From an optimization exercise on the open Yosys and OpenROAD flow, aimed at small area; shortcuts taken in it are not production practice. In this exercise RTL edits were held to simulation tests only and were not proved equivalent to the original. No activity file was given, so power comes from the tool's default toggle rates.

## flow/design.v (module list and top-level ports; edited modules follow where they fit)
// module exec_alu: 967 lines
// module c_aoi3: 6 lines
// module c_aoi2: 6 lines
// module c_nand4: 6 lines
// module rd_bit: 30 lines
// module c_inv: 1 lines
// module c_nand2: 1 lines
// module c_nor2: 1 lines
// module c_and2: 1 lines
// module c_xor2: 1 lines
// module c_xnor2: 1 lines
// module c_nand3: 1 lines
// module c_aoi21: 1 lines
// module c_oai21: 1 lines
// module c_mx2i: 1 lines
// module rv_core_top: 209 lines
module rv_core_top (
   input  logic        clk,
   input  logic        rst_n,
   input  logic        instr_valid,
   input  rv_core_pkg::instr_u      instr,
   output logic        wb_valid,
   output logic [4:0]  wb_rd,
   output logic [31:0] wb_data,
   output logic        br_valid,
   output logic        br_taken,
   output logic [31:0] br_offset,
   output logic        illegal
);
  // ...
==> flow/flow/run.sh <==
#!/bin/bash
# Own layout flow: the standard flow (standard.sh, ORFS make) with
# changes passed through ORFS's own variables:
#  - clock tree synthesis without dummy loads, from clkbuf_8 leaf buffers
#    driving clusters of up to 16 flip-flops
#  - port buffers of the smallest buffer cell
# Every tool's output goes to the ORFS logs under orfs/logs; make's own
# output goes to flow_make.log here.
set -euo pipefail
export CTS_ARGS="-sink_clustering_enable -repair_clock_nets -dont_use_dummy_load -buf_list {sky130_fd_sc_hd__clkbuf_8} -sink_clustering_size 16 -sink_clustering_max_diameter 60"
export BUFFER_PORTS_ARGS="-buffer_cell sky130_fd_sc_hd__buf_1"
bash standard.sh finish > flow_make.log 2>&1
==> flow/standard.sh <==
#!/bin/bash
# synth_recipe.tcl (not shown) runs the flow's synth.tcl, then flattens the netlist and writes it again
# the make line also repeats each setting of config.mk as NAME=value (left out here)
make -C /OpenROAD-flow-scripts/flow DESIGN_CONFIG=/design/flow/config.mk WORK_HOME=/design/flow/orfs CLKGATE_MAP_FILE= SYNTH_SCRIPT=/design/flow/synth_recipe.tcl "${@:-finish}"
==> flow/config.mk <==
export PLATFORM = sky130hd
export DESIGN_NAME = rv_core_top
export DESIGN_NICKNAME = rv_core_top
export VERILOG_FILES = /design/flow/design.v
export SDC_FILE = /design/flow/constraint.sdc
export NUM_CORES = 4
export LEC_CHECK = 0
export CAP_MARGIN = 20
export CORE_MARGIN = 2
export CORE_UTILIZATION = 55
export SLEW_MARGIN = 20
export SYNTH_HIERARCHICAL = 1
==> flow/constraint.sdc <==
create_clock -name core_clock -period 9.0 [get_ports {clk}]
set_input_delay 1.8000 -clock core_clock [delete_from_list [all_inputs] [get_ports {clk}]]
set_output_delay 1.8000 -clock core_clock [all_outputs]
set_load 0.01 [all_outputs]
==> results.txt, run 1 <==
Met3 Wirelength 56.7 mm; Synth Flop Type edfxtp_1; top post-synthesis cells by area edfxtp_1 (75%), a222oi_1 (13%), nand4_1 (2.0%), dfxtp_1 (1.8%), nor2_1 (1.3%); Largest regs g_mem.g_lane.q (2048), g.q (992), w_data (32); multi-input combinational area share 0.211; via count of the first global-routing pass about 74k; Signal buffers 412; gr usage total 0.377; clock sink total about 3.2k; H-tree depth 4; layout cells sized above 1 0.110; Max power group sequential cells; Worst Tran Pin Value 1300 ps; CTS tree done; Most Frequent Cell on Critical Path a31oi_4; status complete, no violations; Max-cap violations 0; Total Wirelength 431 mm; Internal Pwr Total about 20000 uW; Mapped Cells 6815; drt initial violations about 20k; routed len/inst 41.6 um; top cell category registers; CP delay by family, top compound AO/OA/AOI/OAI gates; #MultiIn Comb 3503; GR Util met1 0.492; worst path required time 7200 ps
==> module rd_bit, before the edit <==
module rd_bit #(
   parameter int N = 32
) (
   input  logic [N-1:0] d,
   input  logic [N-1:0] s,
   output logic         y
);
   localparam int NG = (N + 2) / 3;           
   localparam int NH = (NG + 3) / 4;          
   logic [4*NH-1:0] lo;
   logic [NH-1:0]   hi;
   for (genvar g = 0; g < NG; g++) begin : g_lo
      if (3 * g + 2 < N) begin : g3
         c_aoi3 u (.d0(d[3*g]), .s0(s[3*g]), .d1(d[3*g+1]), .s1(s[3*g+1]),
                    .d2(d[3*g+2]), .s2(s[3*g+2]), .y(lo[g]));
      end else if (3 * g + 1 < N) begin : g2
         c_aoi3 u (.d0(d[3*g]), .s0(s[3*g]), .d1(d[3*g+1]), .s1(s[3*g+1]),
                   .d2(d[3*g+1]), .s2(s[3*g+1]), .y(lo[g]));
      end else begin : g1
         c_nand2 u (.a(d[3*g]), .b(s[3*g]), .y(lo[g]));
      end
   end
   for (genvar g = NG; g < 4 * NH; g++) begin : g_pad
      assign lo[g] = 1'b1;
   end
   for (genvar h = 0; h < NH; h++) begin : g_hi
      c_nand4 u (.a(lo[4*h]), .b(lo[4*h+1]), .c(lo[4*h+2]), .d(lo[4*h+3]), .y(hi[h]));
   end
   assign y = |hi;
endmodule
==> run 2, diff against run 1 <==
--- a/flow/design.v
+++ b/flow/design.v
@@ -1041,7 +1041,7 @@
 );
    localparam int NG = (N + 2) / 3;           
    localparam int NH = (NG + 3) / 4;          
-   logic [4*NH-1:0] lo;
+   logic [NG-1:0]   lo;
    logic [NH-1:0]   hi;
    for (genvar g = 0; g < NG; g++) begin : g_lo
       if (3 * g + 2 < N) begin : g3
@@ -1054,11 +1054,16 @@
          c_nand2 u (.a(d[3*g]), .b(s[3*g]), .y(lo[g]));
       end
    end
-   for (genvar g = NG; g < 4 * NH; g++) begin : g_pad
-      assign lo[g] = 1'b1;
-   end
    for (genvar h = 0; h < NH; h++) begin : g_hi
-      c_nand4 u (.a(lo[4*h]), .b(lo[4*h+1]), .c(lo[4*h+2]), .d(lo[4*h+3]), .y(hi[h]));
+      if (NG - 4 * h >= 4) begin : n4
+         c_nand4 u (.a(lo[4*h]), .b(lo[4*h+1]), .c(lo[4*h+2]), .d(lo[4*h+3]), .y(hi[h]));
+      end else if (NG - 4 * h == 3) begin : n3
+         c_nand3 u (.a(lo[4*h]), .b(lo[4*h+1]), .c(lo[4*h+2]), .y(hi[h]));
+      end else if (NG - 4 * h == 2) begin : n2
+         c_nand2 u (.a(lo[4*h]), .b(lo[4*h+1]), .y(hi[h]));
+      end else begin : n1
+         c_inv u (.a(lo[4*h]), .y(hi[h]));
+      end
    end
    assign y = |hi;
 endmodule
==> run 2 against run 1 <==
Clock power barely moved. Cell count fell by 2.1%. Count of clock-buffer cells in the layout fell by 1. Clock skew rose by 6.1 ps. Register-to-register slack improved by 370 ps. Largest cell class unchanged. Via count fell by 0.39%. Still clean. Routed wire length rose by 1.3%. Power rose by 7.2%.
==> results.txt, run 2 <==
Largest regs g_mem.g_lane.q (2048), g.q (992), w_data (32); routed via count 79.9k; crit start category flip-flop; Overflow after GRT 0; count leader, synth edfxtp_1; nets 7258; Sequential Power Share 0.598; status complete, no violations; Internal Pwr Total 20000 uW (+1.9%); clock buffer depth 3; Final Wtd Congestion 0.955; static leakage 0.0411 uW; CP delay by family, top compound AO/OA/AOI/OAI gates; Root Driver clkbuf_8; Hold Slack 302 ps; Post-CTS Setup Inserts 0; Commonest cells post-synth edfxtp_1 (3040), a222oi_1 (1584), nor2_1 (410); pin count of the biggest net entering global routing 65; period utilisation layout 0.967; Worst Setup End Kind primary output; Starting Density 0.552; Vias per Instance 7.86; gr usage total 0.383 (+0.00573); top post-synthesis cells by area edfxtp_1 (75%), a222oi_1 (13%), dfxtp_1 (1.9%), nand4_1 (1.5%), nor2_1 (1.3%); CTS tree done; remaining antenna violation count 0; Die X between 400 and 500 um; Worst Tran Pin Value 1190 ps (-107 ps); setup_tns 0 ps; RSZ-0062 raised after global routing no; average cell area after synthesis between 15 and 20 um^2; initial antenna violation count between 50 and 60; drt pass-1 iters 28; CP Buf/Inv Count 2; crit path cell chain and2_1 -> buf_4 -> a222oi_1 -> nand4_1 -> nor4_1 -> nand2_1 -> a22oi_1 -> a21oi_1 -> a31oi_4 -> a31oi_4 -> buf_1; Comb pwr share 0.168; Slowest-stage cell, CP nor4_1; Met3 Wirelength 56.5 mm (-0.19%); H-tree depth 4 (unchanged); Synth Register Bits between 3k and 4k; Setup CP Type reg2out; post-layout util 0.600; Slew headroom 0.207; WHS Path Cells 0; Post-synth ARST share 0.0128; Post-synth EDFFs about 3k; max reg flops 2048; Max Slew Vio Count 0; metal2 WL 196 mm; worst path required time 7200 ps (about the same); die height 473 um; fmax 115 MHz; Post-Syn Area about 120000 um^2; max incr delay on CP 1000 ps; # DRC 0; CTS Hold Bufs 0; Mapped Cells 6719 (-1.4%); fillers 16.2k; post-CTS sizing 0; final hold vios 0; sw frac 0.300; Worst EP arrival 6910 ps; commonest non-fill, non-tap cell in the layout edfxtp_1; first-pass GRT wire length 595 mm; PortBufs 107; Hold Crit Class reg2reg; Met1 Wirelength 151 mm; # setup viols final 0; Synth Flop Type edfxtp_1; Setup WS post-layout between 200 and 300 ps; via count of the first global-routing pass 74.1k (-0.44%); routed len/inst 43.0 um (+3.4%); cell type with the highest aggregate area in the netlist edfxtp_1; clock network power share 0.234; reg2reg path depth 24; Largest Register g_mem.g_lane.q; crit path max fanout 32; Highest Signal Layer met5; layout cells sized above 1 0.109 (-0.000125); drt initial violations 21.2k (+7.4%); Worst IR Drop VDD 0.253 mV; Levels on crit path 11; CTS buffer count 230; clk slew on worst S/H paths 100 ps; Synth Warn # 8; hpwl dp 274 mm; Seq/Total Area, Yosys 0.781; Max-cap violations 0 (unchanged); most frequent cells in the layout edfxtp_1 (3040), a222oi_1 (1584), nor2_1 (369), nand4_1 (300), buf_4 (285); pre-CTS WS 1470 ps; area grow syn2layout 8.56%; Total Wirelength 437 mm (+1.3%); Ports 108; top-area cell type share of the netlist area 0.754; area of the multi-input gates 27300 um^2; Switch Pwr 8600 uW; Pwr Density 218 nW/um^2; Most Frequent Cell on Critical Path a31oi_4; FF+latch area between 90000 and 100000 um^2; num rows 172; clock sink total 3193 (unchanged); Core Area 219000 um^2; final worst path period need 8710 ps; Die ar. between 200000 and 250000 um^2; Synth cell types between 50 and 60; Clock Latency Late Sink ~1100 ps; clk_skew between 100 and 150 ps
==> run 2: cell count changes after synthesis, sizes merged <==
cell   previous run  this run
conb             96         0
nand4           396       300
nand3            54       118
nand2           256       288
==> run 2: worst paths after layout <==
kind | startpoint | to | slack, ps
setup reg to reg | s2_ins[23] | w_data[30] | 1350
max in group asynchronous | rst_n | reg_ok[12] | 7520
setup / recovery | w_lo[4] | wb_data[13] | 290
hold / removal | s1_ins[28] | s2_ins[28] | 300
hold reg to reg | s1_ins[28] | s2_ins[28] | 300
min in group asynchronous | rst_n | reg_ok[9] | 930
==> run 2: modules after synthesis (local to each module, per instance), excerpt <==
module,flip-flops and latches,area [um^2]
rv_core_top,3193,99500
c_xor2,0,8.76
c_oai21,0,5.00
c_inv,0,3.75
c_nand4,0,6.26
c_nor2,0,3.75
==> run 2: logic make-up (layout without fill, tap and decap cells) <==
family,count (synthesis),after routing,share of synthesized area
DFF,3193,3193,0.781
AOI/OAI and AO/OA,1732,1732,0.140
xor gates and xnor gates,109,109,0.00788
other,0,72,0
buffers and inverters,151,653,0.00622
and+or+nand+nor,1483,1483,0.0614
muxes,51,51,0.00428
==> run 2: power by group through the flow <==
| stage | Clock, uW | Sequential, uW | Combinational (uW) |
|---|---|---|---|
| 2_1_floorplan | 0 | 17300 | 1960 |
| 5_1_grt | 7190 | 17100 | 4830 |
| 4_1_cts | 6710 | 17100 | 4640 |
| 3_5_place_dp | 0 | 17400 | 4630 |
| 6_report | 6680 | 17100 | 4810 |
| 3_3_place_gp | 0 | 17400 | 4580 |
==> run 2: metal layers <==
layer  global-route usage  up-vias
met2                0.577     6598
met5                    0        -
met4                0.239       18
li1                     -    31800
met3               0.0824     1063
met1                0.512    40400
==> run 2: layout make-up <==
| class | count | area share |
|---|---|---|
| Sequential cell | 3193 | 0.719 |
| Multi-Input combinational cell | 3375 | 0.207 |
| Tap cell | 2871 | 0.0273 |
| Clock buffer | 230 | 0.0241 |
| Timing Repair Buffer | 394 | 0.0197 |
| Antenna cell | 72 | 0.00137 |
| Inverter | 29 | 0.000828 |
==> run 2: stage by stage <==
step / instances / power, uW / area [um^2]
2_1_floorplan: 6719 / 19200 / 121000
3_5_place_dp: 9862 / 22100 / 128000
6_report: 10200 / 28600 / 132000
5_1_grt: 10200 / 29100 / 131000
3_3_place_gp: 9860 / 22000 / 128000
4_1_cts: 10100 / 28400 / 131000
==> run 3, diff against run 2 <==
--- a/flow/config.mk
+++ b/flow/config.mk
@@ -7,6 +7,7 @@
 export LEC_CHECK = 0
 export CAP_MARGIN = 20
 export CORE_MARGIN = 2
-export CORE_UTILIZATION = 55
+export CORE_UTILIZATION = 60
+export PLACE_DENSITY = 0.66
 export SLEW_MARGIN = 20
 export SYNTH_HIERARCHICAL = 1
==> run 3 against run 2 <==
Still clean. Sequential cell count is the same. Count of clock-buffer cells in the layout shrank 3. Worst hold slack gained 24 ps. Clock power shrank 2%. Largest cell class unchanged.
==> results.txt, run 3 <==
status complete, no violations; Placed Instances 9650 (-2.1%); CTS tree done; Setup CP Type reg2out; top post-synthesis cells by area edfxtp_1 (75%), a222oi_1 (13%), dfxtp_1 (1.9%), nand4_1 (1.5%), nor2_1 (1.3%); Post-Syn Area 121000 um^2 (unchanged); PortBufs 107 (unchanged); Synth Flop Type edfxtp_1; final hold vios 0 (unchanged); most frequent cells in the layout edfxtp_1 (3040), a222oi_1 (1584), nor2_1 (369), nand4_1 (300), buf_4 (290); Vias per Instance 8.05 (+2.4%); final worst path period need 8430 ps (-277 ps); clk slew on worst S/H paths 100 ps (about the same); drt initial violations 22.1k (+4.1%); layout cells sized above 1 0.109 (-0.000692); Hold Crit Class reg2reg; CP Buf/Inv Count 4 (+2); Synth Warn # 8 (unchanged); RSZ-0062 raised after global routing no; Die ar. 206000 um^2 (-8.3%); Max-cap violations 0 (unchanged); Hold Slack 326 ps (+23.7 ps); Most Frequent Cell on Critical Path buf_4; Largest Register g_mem.g_lane.q; Worst Tran Pin Value 1200 ps (+8.06 ps); cell type with the highest aggregate area in the netlist edfxtp_1; Slowest-stage cell, CP a31oi_2; Total Wirelength 413 mm (-5.4%); GRT met3 Usage 0.0998 (+0.0175); Starting Density 0.605 (+0.0525); max reg flops 2048 (unchanged); clock buffer depth 3 (unchanged); static leakage 0.0411 uW (about the same); Post-synth ARST share 0.0128 (unchanged); Clock Latency Late Sink 1060 ps (-30 ps); period utilisation layout 0.937 (-0.0308); Post-synth EDFFs 3040 (unchanged); Worst IR Drop VDD 0.180 mV (-29%); CTS buffer count 227 (-1.3%); worst path required time 7200 ps (about the same); Worst Setup End Kind primary output; Seq/Total Area, Yosys 0.781 (unchanged); average cell area after synthesis 18.0 um^2 (unchanged); crit path max fanout 32 (unchanged); # DRC 0 (unchanged); Commonest cells post-synth edfxtp_1 (3040), a222oi_1 (1584), nor2_1 (410); die height 453 um (-4.2%); clock sink total 3193 (unchanged); setup_tns 0 ps (unchanged); # setup viols final 0 (unchanged); GRT met2 Usage 0.593 (+0.0163); drt pass-1 iters 21 (-25%); Max Slew Vio Count 0 (unchanged); gr busiest metal met2; first-pass GRT wire length 570 mm (-4.3%); Mapped Cells 6719 (unchanged); CTS Hold Bufs 0 (unchanged); num rows 164 (-4.7%); Pwr Density 217 nW/um^2 (-0.43%); fmax 119 MHz (+3.3%); Ports 108 (unchanged); initial antenna violation count 54 (+3.8%); Setup WS post-layout 570 ps (+277 ps); Overflow after GRT 0 (unchanged); commonest non-fill, non-tap cell in the layout edfxtp_1; count leader, synth edfxtp_1; Core Area 200000 um^2 (-8.7%); nets 7258 (unchanged); gr usage total 0.398 (+0.0151); GR Util met1 0.532 (+0.0200); Final Wtd Congestion 1.00 (+5.1%); Die X 453 um (-4.2%); top-area cell type share of the netlist area 0.754 (unchanged); Synth Register Bits 3193 (unchanged); hpwl dp 261 mm (-4.8%); clk_skew 145 ps (+23.0 ps); Slew headroom 0.194 (-0.0127); routed len/inst 41.7 um (-3.0%); pin count of the biggest net entering global routing 70 (+7.7%); routed via count 79.8k (-0.094%); Post-CTS Setup Inserts 0 (unchanged); Root Driver clkbuf_8; Worst EP arrival 6630 ps (-280 ps); post-CTS sizing 0 (unchanged); H-tree depth 4 (unchanged); Total Power 28400 uW (-0.78%); remaining antenna violation count 0 (unchanged); crit path cell chain and2_1 -> buf_4 -> a222oi_1 -> nand4_1 -> nor4_1 -> nand2_1 -> a22oi_1 -> a21oi_1 -> a31oi_2 -> buf_4 -> a31oi_4 -> buf_4 -> buf_1; max incr delay on CP 640 ps (-360 ps); Largest regs g_mem.g_lane.q (2048), g.q (992), w_data (32); area grow syn2layout 8.18%; CP delay by family, top simple AND/OR/NAND/NOR gates; final non-filler cell total 9914 (-2.5%); Synth cell types 58 (unchanged); fillers 13.8k (-14%); pre-CTS WS 1630 ps (+162 ps); via count of the first global-routing pass 74.1k (+0.12%); crit start category flip-flop
==> run 3: cell types whose count changed in the layout (fill, tap and decap cells not counted), sizes merged <==
cell | before | now
clkbuf | 231 | 228
diode | 72 | 37
buf | 393 | 396
==> run 3: layout make-up <==
type,count,area [um^2],share of cell area
inverters,29,109,0.000831
flip-flops and latches,3193,94600,0.722
multi-input cells,3375,27200,0.208
clock buffers,227,3120,0.0238
well taps,2656,3320,0.0254
diodes,37,92.6,0.000706
repair buffers,397,2580,0.0197
==> run 3: modules after synthesis (local to each module, per instance), excerpt <==
| module | flops+latches | cells |
|---|---|---|
| rv_core_top | 3193 | 4188 |
| exec_alu | 0 | 63 |
| c_mx2i | 0 | 1 |
| c_aoi3 | 0 | 1 |
| c_aoi21 | 0 | 1 |
| c_xor2 | 0 | 1 |
| c_xnor2 | 0 | 1 |
| c_and2 | 0 | 1 |
| c_oai21 | 0 | 1 |
| c_nand3 | 0 | 1 |
| c_inv | 0 | 1 |
| c_nand2 | 0 | 1 |
| c_nor2 | 0 | 1 |
==> run 3: cell families after synthesis <==
| kind of cell | Yosys count | share of synthesized area |
|---|---|---|
| DFF | 3193 | 0.781 |
| AOI/OAI and AO/OA | 1732 | 0.140 |
| and+or+nand+nor | 1483 | 0.0614 |
| buffers and inverters | 151 | 0.00622 |
| xor gates and xnor gates | 109 | 0.00788 |
| muxes | 51 | 0.00428 |
==> run 3: final timing paths <==
| check | start | endpoint | slack (ps) | cells past startpoint |
|---|---|---|---|---|
| max | w_hi[5] | wb_data[10] | 570 | 13 |
| max reg2reg | w_load | w_data[30] | 1320 | 23 |
| min reg2reg | s1_ins[28] | s2_ins[28] | 330 | 0 |
| max in group asynchronous | rst_n | w_br | 7480 | 2 |
| min in group asynchronous | rst_n | reg_ok[18] | 890 | 2 |
| min | s1_ins[28] | s2_ins[28] | 330 | 0 |
==> run 3: worst reg2reg max path, stage by stage, from the launching register on <==
cell	delay [ps]
dfxtp_4	540
nand2b_1	330
nand4b_1	260
nor2_4	670
nor4b_2	140
buf_4	330
a222oi_1	410
nand4_1	390
or3_1	630
mux2i_1	250
xor2_1	220
xor2_1	430
nand2_1	100
o21ai_1	380
a21oi_2	210
o21ai_1	500
inv_1	120
o21ai_1	390
a21oi_2	150
o21ai_1	260
a21oi_2	90
xnor2_1	140
a222oi_1	400
nand3_1	130
==> run 3: report_power, final <==
| group | leakage [uW] | switching (uW) | total (uW) | internal [uW] |
|---|---|---|---|---|
| sequential | 0.0295 | 293 | 17100 | 16800 |
| clock | 0.00163 | 4330 | 6570 | 2240 |
| combinational | 0.00997 | 3770 | 4750 | 985 |
| total | 0.0411 | 8390 | 28400 | 20000 |
==> run 3: through the flow <==
stage               utilization  area (um^2)
global route              0.654       131000
detailed placement        0.638       128000
global placement          0.638       128000
floorplan                     -       121000
finish                    0.654       131000
CTS                       0.654       131000
==> run 3: routing by layer <==
layer	share of wire	vias up
li1	-	31800
met1	0.33	39800
met2	0.45	7019
met3	0.14	1229
met4	0.078	22
met5	0.00042	-

## static timing again, ports no longer ideal
How much do the figures lean on ideal ports? The routed layouts below were timed once more, with nothing changed but the port constraints.
Step 1 assumes that a clkbuf_16 drives the clock port and a buf_2 every other input.
Step 2 adds t to the input delays and takes it off the output delays; t is the mean of the earliest and latest rising clock arrival at the registers after step 1. Input paths then give back, and output paths get back, about the clock's delay inside the block.
a / b / c = ideal ports / drivers / drivers and shift; a / b = the first two.
| run | t (ns) | setup WS [ns] | hold slack, ns | worst setup path at the end | slew at the worst register clock pin (ns) |
|---|---|---|---|---|---|
| run 1 | 1.117 | 0.406 / 0.310 / 0.983 | 0.273 / 0.273 / 0.273 | register to register | 0.11 / 0.11 |
| run 2 | 1.121 | 0.293 / 0.198 / 1.319 | 0.302 / 0.302 / 0.302 | register to output | 0.11 / 0.11 |
| run 3 | 1.083 | 0.570 / 0.470 / 1.319 | 0.326 / 0.326 / 0.326 | register to register | 0.11 / 0.11 |
After both steps every run listed still meets setup and hold.
